This is an optimization exercise on Yosys and OpenROAD, whose aim is a short achievable clock period and few clock cycles, not a production implementation. In this exercise RTL edits were held to simulation tests only and were not proved equivalent to the original. Power figures rest on the tool's default switching activity, not on a simulated workload.

## run K
// cpu_top
module cpu_top (
    input  logic            clk,
    input  logic            rst,
    input  logic [cpu_pkg::XLEN-1:0] instr_in,
    input  logic [cpu_pkg::XLEN-1:0] pmem_data_in,
    output logic [cpu_pkg::XLEN-1:0] pc,
    output logic [cpu_pkg::XLEN-1:0] pmem_data_out,
    output logic [cpu_pkg::XLEN-1:0] pmem_addr_out,
    output logic            pmem_write
);
export LEC_CHECK = 0
export CAP_MARGIN = 20
export CORE_MARGIN = 2
export CORE_UTILIZATION = 40
export SETUP_SLACK_MARGIN = 2.6
export SLEW_MARGIN = 20
export SYNTH_HIERARCHICAL = 1
export SYNTH_MINIMUM_KEEP_SIZE = 0
create_clock -name core_clock -period 5.0 [get_ports {clk}]
run.sh (not shown) runs the stock make flow with config.mk's settings and CLKGATE_MAP_FILE= SYNTH_SCRIPT=/design/flow/synth_recipe.tcl, a recipe that flattens the netlist after the stock synthesis.
Testbench counts of run K, summed over its fixed seeds: cycles 30,664.
For run P, these inputs were changed with respect to run K:
--- a/flow/design.v
+++ b/flow/design.v
@@ -69,27 +69,22 @@
         end
         for (int i = 0; i < 16; i++) begin
             g4[i] = (i >= 8) ? (g3[i] | (p3[i] & g3[i-8])) : g3[i];
         end
     end
     assign s = p ^ {g4[14:0], cin};
 endmodule
 module alu (
-    input  logic [cpu_pkg::XLEN-1:0] a0,
-    input  logic [cpu_pkg::XLEN-1:0] a1,
-    input  logic [cpu_pkg::XLEN-1:0] b0,
-    input  logic [cpu_pkg::XLEN-1:0] b1,
+    input  logic [cpu_pkg::XLEN-1:0] a,
+    input  logic [cpu_pkg::XLEN-1:0] b,
     input  logic [7:0]               sel,
     input  logic                     sub,    
     output logic [cpu_pkg::XLEN-1:0] y
 );
-    logic [15:0] a, b;
-    assign a = a0 | a1;
-    assign b = b0 | b1;
     logic [15:0] bx, p, g0, g1, g2, g3, c, p1, p2, p3, sum, oth;
     logic        lt;
     assign bx = b ^ {16{sub}};
     assign p  = a ^ bx;
     assign g0 = (a & bx) | {15'd0, p[0] & sub};
     always_comb begin
         for (int i = 0; i < 16; i++) begin
             g1[i] = (i >= 1) ? (g0[i] | (p[i] & g0[i-1])) : g0[i];
@@ -261,35 +256,27 @@
     assign d_tgt     = (d_ex && !d_ex_take) ? d_pc1 : jtgt_d;
     logic [15:0] a_x, b_x, sd_x, alu_y, a_m, b_m, sd_m;
     assign a_x  = r_fa | opa;
     assign b_x  = r_fb | opb;
     assign sd_x = r_fs | sdata;
     assign a_m  = a_x | (e_lfa ? pmem_data_in : 16'h0);
     assign b_m  = b_x | (e_lfb ? pmem_data_in : 16'h0);
     assign sd_m = sd_x | (e_lfs ? pmem_data_in : 16'h0);
-    alu i_alu (.a0(r_fa), .a1(opa), .b0(r_fb), .b1(opb), .sel(e_sel), .sub(e_sub), .y(alu_y));
+    alu i_alu (.a(a_x), .b(b_x), .sel(e_sel), .sub(e_sub), .y(alu_y));
     logic [15:0] addr;
     add16 i_addr (.a(a_m), .b(b_m), .cin(1'b0), .s(addr));
     eq_or16 i_ez (.a(r_fa), .b(opa), .c(e_zc), .e(ez));
     logic zero, take, mispred;
     logic [15:0] actual;
     zero_or16 i_zero (.a(r_fa), .b(opa), .z(zero));
-    logic take_z, take_n, mis_z, mis_n;
-    logic [15:0] tgt_x, act_z, act_n;
-    assign take_z  = e_jmp && (e_c_always || e_c_zero || (e_c_neg && a_x[15]));
-    assign take_n  = e_jmp && (e_c_always || e_c_nz || (e_c_neg && a_x[15]));
-    assign mis_z   = e_valid && (take_z ? e_mmt : e_mm_seq);
-    assign mis_n   = e_valid && (take_n ? e_mmt : e_mm_seq);
-    assign tgt_x   = e_jform ? e_jtgt : b_x;
-    assign act_z   = take_z ? tgt_x : e_pc1;
-    assign act_n   = take_n ? tgt_x : e_pc1;
-    assign take    = zero ? take_z : take_n;
-    assign mispred = zero ? mis_z : mis_n;
-    assign actual  = zero ? act_z : act_n;
+    assign take    = e_jmp && (e_c_always || (e_c_zero && zero) || (e_c_nz && !zero) ||
+                               (e_c_neg && a_x[15]));
+    assign mispred = e_valid && (take ? e_mmt : e_mm_seq);
+    assign actual  = take ? (e_jform ? e_jtgt : b_x) : e_pc1;
     logic [BTB_N-1:0] bhit_v;
     logic        bhit, bany;
     logic [15:0] btgt, fpc1, fpc_n;
     always_comb begin
         btgt = '0;
         for (int i = 0; i < BTB_N; i++) begin
             bhit_v[i] = bt_v[i] && (bt_pc[i] == fpc);
             btgt = btgt | (bhit_v[i] ? bt_tgt[i] : 16'h0);
@@ -302,29 +289,24 @@
     logic d_go, d_adv, d_park, p_ready, d_redir;
     assign d_go    = d_valid && !mispred && !e_park;
     assign d_adv   = d_go && !stall;
     assign d_park  = d_go && stall;
     assign d_redir = d_go && d_guess;
     assign p_ready = e_fast || ((e_cnt_a <= 2'd1) && (e_cnt_b <= 2'd1));
     logic refetch;
     assign refetch = e_park1 && !p_ready;
-    logic d_go0, redir0, park0;
-    logic [15:0] rest_n;
-    assign d_go0  = d_valid && !e_park;
-    assign redir0 = d_go0 && d_guess;
-    assign park0  = d_go0 && stall;
     always_comb begin
-        if (refetch)      rest_n = e_dg ? e_dtgt : e_pred;
-        else if (redir0)  rest_n = d_tgt;
-        else if (park0)   rest_n = fpc;
-        else if (bhit)    rest_n = btgt;
-        else              rest_n = fpc1;
+        if (mispred)      fpc_n = actual;
+        else if (refetch) fpc_n = e_dg ? e_dtgt : e_pred;
+        else if (d_redir) fpc_n = d_tgt;
+        else if (d_park)  fpc_n = fpc;
+        else if (bhit)    fpc_n = btgt;
+        else              fpc_n = fpc1;
     end
-    assign fpc_n = zero ? (mis_z ? act_z : rest_n) : (mis_n ? act_n : rest_n);
     logic [BTB_N-1:0] u_hit_v;
     logic        u_hit;
     always_comb begin
         for (int i = 0; i < BTB_N; i++) u_hit_v[i] = bt_v[i] && (bt_pc[i] == u_pc);
     end
     assign u_hit = |u_hit_v;
     always_ff @(posedge clk or posedge rst) begin
         if (rst) begin
@@ -342,17 +324,17 @@
             bt_v          <= '0;
             bt_rr         <= '0;
             u_v           <= 1'b0;
             bt_ctd        <= '0;
             bt_last       <= '0;
             for (int i = 0; i < 8; i++) regs[i] <= '0;
         end else begin
             fpc        <= fpc_n;
-            d_valid    <= !(zero ? mis_z : mis_n) && !refetch && !redir0 && !park0;
+            d_valid    <= !mispred && !refetch && !d_redir && !d_park;
             e_valid    <= d_adv || (e_park && p_ready);
             e_park     <= d_park || (e_park && !p_ready);
             e_park1    <= d_park;
             r_mask     <= e_aq;
             m_lmask    <= e_lq;
             w_lmask    <= m_lmask;
             pmem_write    <= e_valid && e_st;
             pmem_addr_out <= addr;
Findings:
- Going from run K to run P, die footprint +0.56%; leakage power total +about 2.8%; time the worst path needs with I/O delays and setup -0.097 ns; number of clock buffers in the layout -about 4%.
- Non-clock buffer total of the final layout: run P vs run K up 27
- For run K, the end of the critical path was r_fb[14]$_SDFF_PN0_, unlike run P, where it was r_fb[12]$_SDFF_PN0_.
Testbench counts of run P, summed over its fixed seeds: cycles 30,664.

separate check: timing with driven ports:
The results above use ideal ports. As a check the final layouts listed here were re-extracted and re-timed, cells and wires unchanged. Step 1, drivers: a clkbuf_16 drives clk and a buf_2 each remaining input, both assumed. Step 2 adds t to the input delays and takes it off the output delays; t is the mean of the earliest and latest rising clock arrival at the registers after step 1. Input paths then give back, and output paths get back, about the clock's delay inside the block. a / b / c = no drivers / after step 1 / after step 2; a / b = the first two.
run | t (ns) | setup slack, ns | cell pins on the clock port's net
run K | 0.744 | 2.097 / 2.097 / 1.476 | 1
run P | 0.752 | 2.193 / 2.193 / 1.465 | 1
After both steps setup and hold are still met in every run listed. For run P, which loses most, drivers alone change the setup slack by 0.000 ns; drivers and shift together by -0.728 ns.
